From an optimization exercise on the open Yosys and OpenROAD flow, aimed at small area, a short achievable clock period and few clock cycles; shortcuts taken in it are not production practice. Only simulation tests tie the RTL to the original design; equivalence was not proved. Power and IR drop assume default switching activity.

==> design/flow/run.sh <==
#!/bin/bash
# synth_recipe.tcl (not shown) runs the flow's synth.tcl, then flattens the netlist and writes it again
# the make line also repeats each setting of config.mk as NAME=value (left out here)
make -C /OpenROAD-flow-scripts/flow DESIGN_CONFIG=/design/flow/config.mk WORK_HOME=/design/flow/orfs CLKGATE_MAP_FILE= SYNTH_SCRIPT=/design/flow/synth_recipe.tcl finish
==> design/flow/design.v <==
package ipdc_pkg;
  typedef enum logic [2:0] {
    OP_LOAD    = 3'b000,
    OP_RIGHT   = 3'b001,
    OP_DOWN    = 3'b010,
    OP_DEFAULT = 3'b011,
    OP_ZOOM    = 3'b100,
    OP_LEFT    = 3'b101,
    OP_UP      = 3'b110,
    OP_NOP     = 3'b111
  } ipdc_op_e;
endpackage
module ipdc_img_buf (
  input  logic        i_clk,
  input  logic [15:0] i_wring,
  input  logic [23:0] i_wdata,
  input  logic [7:0]  i_rsel,
  input  logic [7:0]  i_psel,
  output logic [23:0] o_rd_data
);
  logic [63:0][23:0] fb;    
  logic [7:0][23:0]  rowd;
  always_ff @(posedge i_clk) begin
    for (int m = 0; m < 16; m++) begin
      fb[4*m+0] <= fb[4*m+1];
      fb[4*m+1] <= fb[4*m+2];
      fb[4*m+2] <= fb[4*m+3];
      fb[4*m+3] <= i_wring[m] ? i_wdata : fb[4*m+0];
    end
  end
  always_comb begin
    for (int r = 0; r < 8; r++) begin
      rowd[r] = '0;
      for (int c = 0; c < 8; c++)
        rowd[r] = rowd[r] | ({24{i_psel[c]}} & fb[r*8+c]);
    end
    o_rd_data = '0;
    for (int r = 0; r < 8; r++)
      o_rd_data = o_rd_data | ({24{i_rsel[r]}} & rowd[r]);
  end
endmodule
module ipdc_window_engine
#(
  parameter int unsigned DATA_W  = 24,
  parameter int unsigned IMG_DIM = 8,
  parameter int unsigned WIN_DIM = 4
) (
  input  logic              i_clk,
  input  logic              i_rst,
  input  logic              i_op_valid,
  input  logic [2:0]        i_op_mode,
  input  logic              i_in_valid,
  input  logic [DATA_W-1:0] i_in_data,
  output logic              o_in_ready,
  input  logic              i_out_ready,
  output logic              o_out_valid,
  output logic [DATA_W-1:0] o_out_data
);
  logic [4:0]  ro_q, co_q;
  logic        two_q;
  logic        act_q;
  logic [3:0]  n_q;
  logic [7:0]  rsel_q, csl_q, psel_q;
  logic        arr_q;
  logic [5:0]  acnt_q, wk_q;
  logic [3:0][23:0] dl_q;
  logic [3:0]  v_q;
  logic [1:0]  ph_q;
  logic        we_q;
  logic [3:0]  take_q;
  logic [15:0] wring_q;
  logic        skid_v_q;
  logic [23:0] skid_q;
  logic [23:0] out_sh_q;
  logic        accept, acc_load, acc_disp, rd_fire, arr_last, we;
  logic [4:0]  ro_nx, co_nx, r_inc, r_dec, c_inc, c_dec;
  logic        two_nx;
  logic [23:0] rd_data, wdata;
  logic        act_nx, arr_nx, skid_v_nx, rd_done_nx, ld_busy_nx;
  logic [3:0]  n_nx, v_nx, take_nx;
  logic        we_nx;
  logic [5:0]  wk_nx;
  logic [1:0]  ph_nx;
  logic [7:0]  rsel_nx, csl_nx, psel_nx;
  ipdc_img_buf u_img_buf (
    .i_clk     (i_clk),
    .i_wring   (wring_q),
    .i_wdata   (wdata),
    .i_rsel    (rsel_q),
    .i_psel    (psel_q),
    .o_rd_data (rd_data)
  );
  assign accept   = i_op_valid && o_in_ready;
  assign acc_load = accept && (i_op_mode == 3'b000);
  assign acc_disp = accept && (i_op_mode != 3'b000) && (i_op_mode != 3'b111);
  assign rd_fire  = act_q && !skid_v_q;
  assign arr_last = arr_q && i_in_valid && (acnt_q == 6'd63);
  assign we    = we_q;
  assign wdata = ({24{take_q[0]}} & dl_q[0]) | ({24{take_q[1]}} & dl_q[1]) |
                 ({24{take_q[2]}} & dl_q[2]) | ({24{take_q[3]}} & dl_q[3]);
  always_comb begin
    v_nx  = {v_q[2:0] & ~(take_q[2:0] & {3{we}}), arr_q && i_in_valid};
    wk_nx = acc_load ? 6'd0 : wk_q + 6'(we);
    ph_nx = acc_load ? 2'd3 : ph_q + 2'd1;
    take_nx = 4'b0000;
    if (v_nx[3])      take_nx = 4'b1000;
    else if (v_nx[2]) take_nx = 4'b0100;
    else if (v_nx[1]) take_nx = 4'b0010;
    else if (v_nx[0]) take_nx = 4'b0001;
    we_nx = (v_nx != 4'b0000) && (ph_nx == wk_nx[1:0]);
    arr_nx = acc_load || (arr_q && !arr_last);
    ld_busy_nx = arr_nx || ((v_nx != 4'b0000) && !((wk_nx == 6'd63) && (ph_nx == 2'd3)));
  end
  assign r_inc = (two_q ? ro_q[0] : !ro_q[4]) ? {ro_q[3:0], 1'b0} : ro_q;
  assign c_inc = (two_q ? co_q[0] : !co_q[4]) ? {co_q[3:0], 1'b0} : co_q;
  assign r_dec = ro_q[0] ? ro_q : {1'b0, ro_q[4:1]};
  assign c_dec = co_q[0] ? co_q : {1'b0, co_q[4:1]};
  always_comb begin
    ro_nx  = ro_q;
    co_nx  = co_q;
    two_nx = two_q;
    case (i_op_mode)
      3'b001: co_nx = c_inc;
      3'b101: co_nx = c_dec;
      3'b010: ro_nx = r_inc;
      3'b110: ro_nx = r_dec;
      3'b011: begin ro_nx = 5'b00001; co_nx = 5'b00001; two_nx = 1'b1; end
      3'b100: begin ro_nx = 5'b00100; co_nx = 5'b00100; two_nx = 1'b0; end
      default: ;
    endcase
  end
  always_comb begin
    rsel_nx = rsel_q;
    csl_nx  = csl_q;
    if (acc_disp) begin
      act_nx  = 1'b1;
      n_nx    = 4'd0;
      rsel_nx = {3'b000, ro_nx};
      csl_nx  = {3'b000, co_nx};
    end else if (rd_fire) begin
      act_nx = (n_q != 4'd15);
      n_nx   = n_q + 4'd1;
      if (n_q[1:0] == 2'd3) begin
        csl_nx  = {3'b000, co_q};
        rsel_nx = two_q ? {rsel_q[5:0], 2'b00} : {rsel_q[6:0], 1'b0};
      end else begin
        csl_nx  = two_q ? {csl_q[5:0], 2'b00} : {csl_q[6:0], 1'b0};
      end
    end else begin
      act_nx = act_q;
      n_nx   = n_q;
    end
    for (int h = 0; h < 2; h++)
      for (int p = 0; p < 4; p++)
        psel_nx[4*h+p] = csl_nx[4*h + ((p + int'(ph_nx)) % 4)];
    skid_v_nx  = (o_out_valid && !i_out_ready) && (skid_v_q || rd_fire);
    rd_done_nx = !act_nx || ((n_nx == 4'd15) && !skid_v_nx);
  end
  always_ff @(posedge i_clk) begin
    if (i_rst) begin
      o_in_ready  <= 1'b1;
      ro_q        <= 5'b00001;
      co_q        <= 5'b00001;
      two_q       <= 1'b1;
      act_q       <= 1'b0;
      arr_q       <= 1'b0;
      v_q         <= 4'b0000;
      we_q        <= 1'b0;
      wring_q     <= '0;
      skid_v_q    <= 1'b0;
      o_out_valid <= 1'b0;
    end else begin
      o_in_ready <= !ld_busy_nx && rd_done_nx;
      act_q      <= act_nx;
      arr_q      <= arr_nx;
      v_q        <= v_nx;
      we_q       <= we_nx;
      for (int m = 0; m < 16; m++) wring_q[m] <= we_nx && (wk_nx[5:2] == 4'(m));
      skid_v_q   <= skid_v_nx;
      if (!o_out_valid || i_out_ready)
        o_out_valid <= skid_v_q || rd_fire;
      if (acc_disp) begin
        ro_q  <= ro_nx;
        co_q  <= co_nx;
        two_q <= two_nx;
      end
    end
  end
  always_ff @(posedge i_clk) begin
    dl_q   <= {dl_q[2:0], i_in_data};
    ph_q   <= ph_nx;
    take_q <= take_nx;
    wk_q   <= wk_nx;
    n_q    <= n_nx;
    rsel_q <= rsel_nx;
    csl_q  <= csl_nx;
    psel_q <= psel_nx;
    if (acc_load) acnt_q <= '0;
    else if (arr_q && i_in_valid) acnt_q <= acnt_q + 6'd1;
    o_out_data <= (!o_out_valid || i_out_ready) ? (skid_v_q ? skid_q : rd_data) : out_sh_q;
    if ((!o_out_valid || i_out_ready) && (skid_v_q || rd_fire))
      out_sh_q <= skid_v_q ? skid_q : rd_data;
    if (rd_fire && o_out_valid && !i_out_ready)
      skid_q <= rd_data;
  end
endmodule
==> design/flow/constraint.sdc <==
create_clock -name core_clock -period 5.5 [get_ports {i_clk}]
set_input_delay 1.1000 -clock core_clock [delete_from_list [all_inputs] [get_ports {i_clk}]]
set_output_delay 1.1000 -clock core_clock [all_outputs]
set_load 0.01 [all_outputs]
==> design/flow/config.mk <==
export PLATFORM = sky130hd
export DESIGN_NAME = ipdc_window_engine
export DESIGN_NICKNAME = ipdc_window_engine
export VERILOG_FILES = /design/flow/design.v
export SDC_FILE = /design/flow/constraint.sdc
export NUM_CORES = 4
export LEC_CHECK = 0
export CAP_MARGIN = 20
export CORE_MARGIN = 2
export CORE_UTILIZATION = 55
export CTS_BUF_LIST = sky130_fd_sc_hd__clkbuf_8
export CTS_CLUSTER_DIAMETER = 60
export CTS_CLUSTER_SIZE = 16
export SETUP_SLACK_MARGIN = 3.15
export SLEW_MARGIN = 20
==> out/results.tsv, run 1 <==
metric	value	unit
first-pass GRT wire length	222000	microns
Seq/Total Area, Yosys	69.4	%
core area	94600	sq um
Sw Share	31.2	%
outcome	no timing/DRC/antenna violations	
met2 Use GR	47.7	%
Logic pwr share	19.5	%
nature of the critical path startpoint	flop	
power density over the cells	442	nW/um^2
RSZ-0062 raised after global routing	true	
worst path required time	4.40	ns
Tot GR Track Use	30.2	%
drt wl/cell	25.9	microns
period utilization	45.1	%
Initial Util	55.3	%
#FFs+latches synth	1786	
clock sinks	1786	
Cells after Synth	4499	
Sw Pwr	0.00794	W
Worst EP arrival	1.38	ns
crit path from	o_out_data[5]	
commonest non-fill, non-tap cell in the layout	dfxtp_1	
Iter 0 DRT Violations	3910	
RR Startpoint	psel_q[2]	
commonest cells after routing, fill and taps aside	dfxtp_1 (1680), a22oi_1 (859), nor2_1 (464)	
Antenna Violating Nets Remaining	0	
cell family with most CP delay	flip-flops	
Clk pwr share	26.1	%
hold crit path type	reg2reg	
Max FO, Critical Path	1	
FMAX	0.404	GHz
Detailed Routing Iterations Pass 1	9	
detailed-route DRC error count	0	
total power	0.0255	W
vias in the first global route	34700	
final cell utilization of the core	60.9	%
Std-Cell Rows	113	
Avg Cell Area, Syn	11.6	sq um
largest net degree at the start of global routing	71	
M3 GR Usage	4.57	%
Hold Crit Start	u_img_buf.fb[816]	
CTS clk-pin slew, worst paths	0.11	ns
Port Buffers	57	
Final min period	2.48	ns
io pins	58	
Inserted Clock Buffers	135	
Nets	4539	
area growth from synthesis to layout	10.3	%
synthesized area	52300	sq um
Buffers & Inverters on Critical Path	1	
final hold slack	0.330	ns
grt total ovfl	0	
Ys Warns	2	
kind of critical path	reg2out	
Peak supply drop	0.000288	V
crit path capture type	primary output	
maxcap violations	0	
Slew @ Worst Pin	1.08	ns
Worst slew margin	28.1	%
Die Wd	312	microns
setup tns final	0	ns
Placed Instance Area	54000	sq um
Hold Buf Count CTS	0	
Synth Flop Type	dfxtp_1	
initial antenna violation count	4	
Via density	6.11	
die height	312	microns
met1 usage	43.1	%
TritonCTS clock tree	done	
sum of routed wire length over all layers	151000	microns
Root Buffer	clkbuf_8	
busiest metal layer after global routing	met2	
register share of total power	54.4	%
Int Power	0.0175	W
Post-synth EDFFs	53	
clk buf depth	3	
Synth cell types	64	
crit path cell chain	buf_6	
max incr delay on CP	0.41	ns
layout cells sized above 1	11.1	%
largest cells by area after synthesis	dfxtp_1 (66%), a22oi_1 (13%), a21oi_1 (3.9%)	
asr flop ratio synth	0	%
Worst-Skew Late Latency	0.85	ns
routed via count	35600	
Final Setup Violations	0	
final clock skew	0.0350	ns
Hold Vio Cnt, Final	0	
die footprint	97500	sq um
Max Slew Vio Count	0	
fin area	57600	sq um
DP HPWL	77700	microns
leak pwr	21.5	nW
area leader, netlist	dfxtp_1	
H-tree levels	4	
top-area cell type share of the netlist area	66.4	%
Syn Nets	4536	
gp weighted congestion	0.808	
CP max-delay cell	dfxtp_4	
state kept, by name, summed over array words and instances (netlist names), 2 cells and up:
signal	flops
acnt_q	6
co_q	5
csl_q	8
dl_q	96
n_q	4
o_out_data	24
out_sh_q	24
ph_q	2
psel_q	8
ro_q	5
rsel_q	8
skid_q	24
take_q	4
u_img_buf.fb	1536
v_q	3
wk_q	6
wring_q	16
cells in the mapped netlist, types with 4 or more instances:
cell type     n
buf_2        58
a211oi_1      8
a221oi_2     21
ha_1          5
a221oi_1      5
nor2b_1      57
o211ai_1      5
and4_1       25
a21oi_1     404
buf_1        35
mux2_2        7
dfxtp_1    1733
nand3_1      10
nand2_1      72
nand2b_1     13
o31ai_1      30
a22oi_1     872
clkbuf_1    246
nand4_1     196
mux2i_1      18
o21ai_0      12
a22o_1       26
nor2_1      468
nor3_1        4
xnor2_1      10
inv_1        37
edfxtp_1     53
and2_1        6
o21ai_1       6
xor2_1        4
worst reg2reg max path, cell delays in order (launching register included):
cell	delay [ns]
dfxtp_4	0.49
clkbuf_4	0.27
buf_16	0.21
a22oi_1	0.13
nand4_1	0.11
a22oi_1	0.09
and4_4	0.31
nor2b_2	0.17
o31ai_2	0.43
logic make-up after synthesis:
| kind of cell | synth area share [%] |
|---|---|
| mux | 0.603 |
| flops | 69.4 |
| compound gates | 18.8 |
| fa+ha+maj | 0.120 |
| buf+inv | 2.90 |
| xor+xnor | 0.235 |
| simple gates | 7.90 |
cell type report:
cell class / count / area, sq um
Fill cell: 7716 / 36900
Sequential cell: 1786 / 36400
Multi-Input combinational cell: 2332 / 14800
Timing Repair Buffer: 207 / 2360
Clock buffer: 148 / 2040
Tap cell: 1265 / 1580
Clock inverter: 40 / 282
Inverter: 40 / 160
Antenna cell: 6 / 15.0
power by group through the flow:
| stage | registers [W] | clock network [W] | logic, W |
|---|---|---|---|
| after floorplan | 0.0139 | 0 | 0.00221 |
| after global placement | 0.0147 | 0 | 0.00322 |
| after detailed placement | 0.0148 | 0 | 0.00323 |
| after CTS | 0.0139 | 0.00678 | 0.00470 |
| after global routing | 0.0139 | 0.00729 | 0.00508 |
| final | 0.0139 | 0.00666 | 0.00495 |
final timing paths:
| kind | end | slack (ns) | cells after the start |
|---|---|---|---|
| worst min register to register | u_img_buf.fb[792] | 0.33 | 0 |
| worst max register to register | o_out_data[2] | 3.16 | 8 |
| worst max-delay path | o_out_data[5] | 3.02 | 1 |
| worst min-delay path | u_img_buf.fb[792] | 0.33 | 0 |
through the flow:
step,setup slack [ns],std cells
final,3.02,5824
after floorplan,2.82,4499
after detailed placement,1.49,5570
after global routing,2.97,5824
after CTS,2.96,5810
after global placement,1.51,5570
routing by layer:
layer / routed length (microns) / up-vias / share of wire, %
li1: - / 16400 / -
met1: 68200 / 17600 / 45
met2: 68400 / 1384 / 45
met3: 10300 / 220 / 6.8
met4: 3750 / 0 / 2.5
met5: 0 / - / 0
repair_timing:
item / CTS / global route
setup endpoints to repair: 158 / 112
resized for setup: 219 / 70
pin swaps: 4 / 8
cloned: 2 / 3
setup buffers: 50 / 5
Testbench counts, summed over its fixed seeds: cycles 16,041.
==> run 2, diff against run 1 <==
--- a/design/flow/config.mk
+++ b/design/flow/config.mk
@@ -8,8 +8,5 @@
 export CAP_MARGIN = 20
 export CORE_MARGIN = 2
 export CORE_UTILIZATION = 55
-export CTS_BUF_LIST = sky130_fd_sc_hd__clkbuf_8
-export CTS_CLUSTER_DIAMETER = 60
-export CTS_CLUSTER_SIZE = 16
-export SETUP_SLACK_MARGIN = 3.15
+export SETUP_SLACK_MARGIN = 3.0
 export SLEW_MARGIN = 20
==> run 2 against run 1 <==
- critical path type unchanged
- setup slack better by 0.021 ns
- synthesized cell count unchanged
- final cell count up 1.6%
- sequential share of layout area down 3.0 points
- highest routed layer is now met5
- first-iteration DRC count down 0.87%
- die area unchanged
- largest power group unchanged
- total power up 19%
- clock skew down 0.010 ns
- still clean on timing, DRC and antenna
- fmax up 0.87%
- worst hold slack worse by 0.0029 ns
==> out/results.tsv, run 2 <==
metric	value	unit	change
Synth Flop Type	dfxtp_1		
reg2reg path depth	8		unchanged
Hold Buf Count CTS	0		unchanged
core area	94600	sq um	unchanged
Tot GR Track Use	30.7	%	+0.53 points
gp weighted congestion	0.789		-2.3%
Max FO, Critical Path	1		unchanged
clk buf depth	3		unchanged
final clock skew	0.0249	ns	-0.0100 ns
Std-Cell Rows	113		unchanged
largest cells by area after synthesis	dfxtp_1 (66%), a22oi_1 (13%), a21oi_1 (3.9%)		
max reg flops	1536		unchanged
CTS clk-pin slew, worst paths	0.06	ns	-0.05 ns
Final min period	2.46	ns	-0.0213 ns
area leader, netlist	dfxtp_1		
Antenna Violating Nets Remaining	0		unchanged
total power	0.0304	W	+19%
clock sinks	1786		unchanged
Nets	4556		+0.37%
H-tree levels	4		unchanged
hold endpoint	u_img_buf.fb[730]		
Avg Cell Area, Syn	11.6	sq um	unchanged
Iter 0 DRT Violations	3876		-0.87%
synthesized area	52300	sq um	unchanged
RSZ-0062 raised after global routing	true		
most common cell in the netlist	dfxtp_1		
first-pass GRT wire length	226000	microns	+2.2%
Worst EP arrival	1.36	ns	-0.02 ns
asr flop ratio synth	0	%	unchanged
layout cells sized above 1	11.2	%	+0.067 points
Detailed Routing Iterations Pass 1	6		-3
Slew @ Worst Pin	1.10	ns	+0.0206 ns
Buffers & Inverters on Critical Path	1		unchanged
Min-Delay Path Depth	0		unchanged
die footprint	97500	sq um	unchanged
biggest regs	u_img_buf.fb x1536, dl_q x96		
die height	312	microns	unchanged
initial antenna violation count	2		-2
leak pwr	22.8	nW	+6.0%
Syn Nets	4536		unchanged
crit path capture type	primary output		
Root Buffer	clkbuf_16		
DP HPWL	76900	microns	-1.0%
Inserted Clock Buffers	171		+27%
area growth from synthesis to layout	15.8	%	
cell family with most CP delay	flip-flops		
Cells after Synth	4499		unchanged
Via density	6.11		-0.11%
R2R Setup Slk	3.06	ns	-0.10 ns
outcome	no timing/DRC/antenna violations		
vias in the first global route	35400		+2.1%
met3 WL	11100	microns	+7.6%
RR Startpoint	psel_q[2]		
hold crit path type	reg2reg		
commonest non-fill, non-tap cell in the layout	dfxtp_1		
Max Slew Vio Count	0		unchanged
final hold slack	0.327	ns	-0.00288 ns
largest register by flop count	u_img_buf.fb		
max incr delay on CP	0.39	ns	-0.02 ns
Worst-Skew Late Latency	0.76	ns	-0.09 ns
highest routed layer	met5		
met1 WL	68200	microns	about the same
drt wl/cell	25.9	microns	about the same
Initial Util	55.3	%	unchanged
TritonCTS clock tree	done		
synth cell count leaders	dfxtp_1 (1733), a22oi_1 (872), nor2_1 (468)		
FMAX	0.407	GHz	+0.87%
largest net degree at the start of global routing	85		+20%
Inserted Diodes	0		-6
Final Setup Violations	0		unchanged
Seq/Total Area, Yosys	69.4	%	unchanged
Hold Crit Start	u_img_buf.fb[754]		
top-area cell type share of the netlist area	66.4	%	unchanged
commonest cells after routing, fill and taps aside	dfxtp_1 (1690), a22oi_1 (872), nor2_1 (464)		
period utilization	44.7	%	-0.39 points
nature of the critical path startpoint	flop		
#FFs+latches synth	1786		unchanged
grt total ovfl	0		unchanged
crit path cell chain	clkdlybuf4s15_2		
CP max-delay cell	dfxtp_4		
Synth cell types	64		unchanged
Post-synth EDFFs	53		unchanged
sum of routed wire length over all layers	153000	microns	+1.6%
Port Buffers	57		unchanged
io pins	58		unchanged
Peak supply drop	0.000365	V	+27%
detailed-route DRC error count	0		unchanged
setup tns final	0	ns	unchanged
met2 wire len	69500	microns	+1.6%
Die Wd	312	microns	unchanged
Ys Warns	2		unchanged
kind of critical path	reg2out		
routed via count	36100		+1.5%
maxcap violations	0		unchanged
power density over the cells	503	nW/um^2	+14%
Worst slew margin	26.7	%	-1.4 points
reg2reg end	out_sh_q[15]		
worst path required time	4.40	ns	about the same
Hold Vio Cnt, Final	0		unchanged
==> run 2: cell counts after synthesis <==
No cell type changed its count.
==> run 2: worst max-delay path by stage <==
stage | startpoint | endpoint | slack [ns] | cells after the start
after floorplan | i_op_mode[2] | o_in_ready | 2.82 | 9
after global placement | i_op_mode[1] | o_in_ready | 1.39 | 9
after detailed placement | i_op_mode[1] | o_in_ready | 1.34 | 9
after CTS | i_op_mode[1] | o_in_ready | 2.97 | 9
after global routing | i_op_mode[0] | o_in_ready | 2.99 | 9
final | o_out_data[20] | o_out_data[20] | 3.04 | 1
==> run 2: repair_timing <==
action | CTS | global route
pin swaps | 2 | 2
setup buffers | 34 | 10
endpoints found under the setup margin | 131 | 25
gates resized for setup | 127 | 19
gates cloned | 1 | 1
==> run 2: metrics by stage <==
step                      util (%)  setup WS (ns)  instance area [sq um]  std cells
final                         64.0           3.04                  60500       5916
after detailed placement      57.1           1.34                  54000       5565
after floorplan                  -           2.82                  52400       4499
after global routing          64.0           2.99                  60500       5916
after CTS                     63.9           2.97                  60400       5905
after global placement        57.1           1.39                  54000       5565
==> run 2: layout make-up <==
| class | instances | area, sq um |
|---|---|---|
| clock buffers | 268 | 5360 |
| clock inverters | 37 | 392 |
| fillers | 7455 | 34100 |
| inverters | 40 | 160 |
| multi-input cells | 2332 | 14600 |
| flip-flops and latches | 1786 | 36400 |
| well taps | 1265 | 1580 |
| repair buffers | 188 | 2040 |
==> run 2: power by group <==
group | internal, W | switching [W] | leakage (nW)
Sequential | 0.0135 | 0.000510 | 14.5
Combinational | 0.00123 | 0.00334 | 5.42
Clock | 0.00700 | 0.00484 | 2.84
==> run 2: logic make-up (layout without fill, tap and decap cells) <==
kind of cell / Yosys count / after routing / synth area share [%]
compound gates: 1418 / 1418 / 18.8
xor+xnor: 14 / 14 / 0.235
fa+ha+maj: 5 / 5 / 0.120
buf+inv: 381 / 533 / 2.90
flops: 1786 / 1786 / 69.4
mux: 28 / 28 / 0.603
simple gates: 867 / 867 / 7.90
==> run 2: routing by layer <==
layer	track usage, %	vias to the layer above
met5	0	-
met4	9.66	2
met3	5.08	259
met2	48.5	1507
met1	43.4	17900
li1	-	16500
==> run 3, diff against run 2 <==
--- a/design/flow/config.mk
+++ b/design/flow/config.mk
@@ -8,5 +8,8 @@
 export CAP_MARGIN = 20
 export CORE_MARGIN = 2
 export CORE_UTILIZATION = 55
-export SETUP_SLACK_MARGIN = 3.0
+export CTS_BUF_LIST = sky130_fd_sc_hd__clkbuf_8 sky130_fd_sc_hd__clkbuf_16
+export CTS_CLUSTER_DIAMETER = 45
+export CTS_CLUSTER_SIZE = 16
+export SETUP_SLACK_MARGIN = 3.15
 export SLEW_MARGIN = 20
==> run 3 against run 2 <==
- still clean
- routed wire length shrank 0.75%
- final cell count is 0.19% lower
- die area did not move
==> out/results.tsv, run 3 <==
metric	value	unit	change
Max FO, Critical Path	30		+29
Seq/Total Area, Yosys	69.4	%	unchanged
sum of routed wire length over all layers	152000	microns	-0.75%
commonest cells after routing, fill and taps aside	dfxtp_1 (1682), a22oi_1 (856), nor2_1 (464)		
kind of critical path	in2reg		
vias in the first global route	35100		-1.0%
Final Non-Filler Cells	5905		-0.19%
largest net degree at the start of global routing	71		-16%
Iter 0 DRT Violations	3691		-4.8%
routed via count	36000		-0.28%
die height	312	microns	unchanged
Final min period	2.46	ns	+0.00123 ns
outcome	no timing/DRC/antenna violations		
Worst EP arrival	3.06	ns	+1.70 ns
setup tns final	0	ns	unchanged
RSZ-0062 raised after global routing	true		
PnR worst setup slack	3.04	ns	-0.00123 ns
drt wl/cell	25.7	microns	-0.56%
Post-synth EDFFs	53		unchanged
TritonCTS clock tree	done		
io pins	58		unchanged
Slew @ Worst Pin	1.06	ns	-0.0352 ns
FMAX	0.407	GHz	about the same
hold crit path type	reg2reg		
max incr delay on CP	0.70	ns	+0.31 ns
Peak supply drop	0.000348	V	-4.8%
most common cell in the netlist	dfxtp_1		
H-tree levels	4		unchanged
crit path capture type	flop		
RR Startpoint	psel_q[2]		
Worst slew margin	29.0	%	+2.3 points
maxcap violations	0		unchanged
leak pwr	22.9	nW	+0.22%
Die Wd	312	microns	unchanged
detailed-route DRC error count	0		unchanged
post-synthesis mux area share	0.603	%	unchanged
Root Buffer	clkbuf_16		
Ys Warns	2		unchanged
reg2reg end	o_out_data[15]		
die footprint	97500	sq um	unchanged
Antenna Violating Nets Remaining	0		unchanged
first-pass GRT wire length	224000	microns	-1.2%
Hold Buf Count CTS	0		unchanged
clk buf depth	3		unchanged
Initial Util	55.3	%	unchanged
Synth Area in XOR/XNOR	0.235	%	unchanged
Buffers & Inverters on Critical Path	2		+1
area growth from synthesis to layout	15.7	%	about the same
Tot GR Track Use	30.5	%	-0.26 points
Cells after Synth	4499		unchanged
final cell utilization of the core	64.0	%	about the same
Final Setup Violations	0		unchanged
reg2reg path depth	8		unchanged
Detailed Routing Iterations Pass 1	7		+1
largest family of logic cells by synthesized area	compound AO/OA/AOI/OAI gates		
synth cell count leaders	dfxtp_1 (1733), a22oi_1 (872), nor2_1 (468)		
Worst-Skew Late Latency	0.77	ns	about the same
Synth Area in Simple Gates	7.90	%	unchanged
Synth Area in Adders	0.120	%	unchanged
biggest regs	u_img_buf.fb x1536, dl_q x96		
Syn Nets	4536		unchanged
cell family with most CP delay	buffers and inverters		
layout cells sized above 1	12.7	%	+1.6 points
asr flop ratio synth	0	%	unchanged
top-area cell type share of the netlist area	66.4	%	unchanged
Hold Vio Cnt, Final	0		unchanged
fill count	7403		-0.70%
max reg flops	1536		unchanged
DP HPWL	77700	microns	+1.0%
largest cells by area after synthesis	dfxtp_1 (66%), a22oi_1 (13%), a21oi_1 (3.9%)		
Synth Flop Type	dfxtp_1		
Via density	6.10		about the same
Nets	4563		+0.15%
gp weighted congestion	0.808		+2.4%
synthesized area	52300	sq um	unchanged
Std-Cell Rows	113		unchanged
CTS clk-pin slew, worst paths	0.07	ns	about the same
Min-Delay Path Depth	0		unchanged
CP max-delay cell	nor2b_4		
Synth cell types	64		unchanged
hold endpoint	u_img_buf.fb[39]		
core area	94600	sq um	unchanged
power density over the cells	495	nW/um^2	-1.6%
pre-CTS setup slack	1.49	ns	+0.148 ns
clock sinks	1786		unchanged
complex-gate fraction of the synthesized area	18.8	%	unchanged
crit path cell chain	clkdlybuf4s50_1 -> nor2b_4 -> buf_4 -> nand2_1 -> o31ai_4		
DP Cell Count	5570		+0.090%
initial antenna violation count	3		+1
largest register by flop count	u_img_buf.fb		
period utilization	44.7	%	about the same
Hold Crit Start	u_img_buf.fb[63]		
#FFs+latches synth	1786		unchanged
final clock skew	0.0320	ns	+0.00709 ns
Port Buffers	57		unchanged
Inserted Clock Buffers	153		-11%
Max Slew Vio Count	0		unchanged
grt total ovfl	0		unchanged
Avg Cell Area, Syn	11.6	sq um	unchanged
nature of the critical path startpoint	input port		
commonest non-fill, non-tap cell in the layout	dfxtp_1		
area leader, netlist	dfxtp_1		
final hold slack	0.332	ns	+0.00537 ns
worst path required time	6.10	ns	+1.70 ns
R2R Setup Slk	3.13	ns	+0.07 ns
## run 3: final cells by class
type	instances	area (sq um)	area share (%)
Timing Repair Buffer	212	2320	3.84
Multi-Input combinational cell	2333	14800	24.5
Inverter	40	160	0.265
Antenna cell	2	5.00	0.00827
Tap cell	1265	1580	2.62
Clock buffer	170	4150	6.87
Sequential cell	1786	36400	60.2
Clock inverter	97	1040	1.72
## run 3: worst max path at each step
stage	slack (ns)	endpoint	start	depth (start not counted)
5_1_grt	2.98	o_out_data[15]	i_out_ready	5
3_5_place_dp	1.49	o_in_ready	i_op_mode[2]	9
4_1_cts	3.08	o_out_data[12]	o_out_data[12]	1
6_report	3.04	o_out_data[0]	i_out_ready	5
2_1_floorplan	2.82	o_in_ready	i_op_mode[2]	9
3_3_place_gp	1.51	o_in_ready	i_op_mode[2]	9
## run 3: cells by family after synthesis
logic type	Yosys count
fa+ha+maj	5
simple gates	867
mux	28
buf+inv	381
flops	1786
compound gates	1418
xor+xnor	14
## run 3: power by group
group / total (W) / switching [W] / leakage, nW / internal (W)
Sequential: 0.0139 / 0.000382 / 14.6 / 0.0135
Clock: 0.0111 / 0.00485 / 2.61 / 0.00628
Combinational: 0.00492 / 0.00349 / 5.69 / 0.00142
## run 3: stage by stage
step / power [W] / instance area [sq um]
detailed placement: 0.0180 / 54000
finish: 0.0299 / 60500
global route: 0.0307 / 60500
global placement: 0.0180 / 54000
floorplan: 0.0161 / 52400
CTS: 0.0299 / 60300
## run 3: metal layers
metal / up-vias / global-route usage (%) / wire length (microns) / share of wire (%)
met1: 17800 / 42.9 / 68000 / 45
met5: - / 0 / 10 / 0.0066
met3: 234 / 5.08 / 10800 / 7.1
li1: 16500 / - / - / -
met2: 1490 / 48.2 / 69100 / 46
met4: 2 / 9.56 / 3810 / 2.5
## run 3: what timing repair did
item / CTS / global route
buffers inserted: 59 / 2
pin swaps: 6 / 6
cloned: 4 / 1
resized for setup: 221 / 63
endpoints found under the setup margin: 180 / 94

-- afterwards: timing with drivers on the ports --
No port has a modelled driver above. Below, the same layouts with a new extraction and two added sets of constraints.
Step 1, drivers: a clkbuf_16 drives i_clk and a buf_2 each remaining input, both assumed.
Step 2 also shifts input and output timing later by t, the mid clock arrival at the registers, as if the neighbouring blocks saw the same clock.
a / b / c = ideal / step 1 / step 2; a / b = the first two.
run | shift t [ns] | setup WS [ns] | hold WS [ns]
run 1 | 0.896 | 3.022 / 2.955 / 2.279 | 0.330 / 0.330 / 0.330
run 2 | 0.810 | 3.043 / 2.975 / 2.282 | 0.327 / 0.327 / 0.327
run 3 | 0.823 | 3.042 / 3.049 / 2.270 | 0.332 / 0.332 / 0.332
After both steps every run listed still meets setup and hold. The setup slack of run 3, which loses most, moves by +0.007 ns with the drivers and by -0.772 ns with both steps.
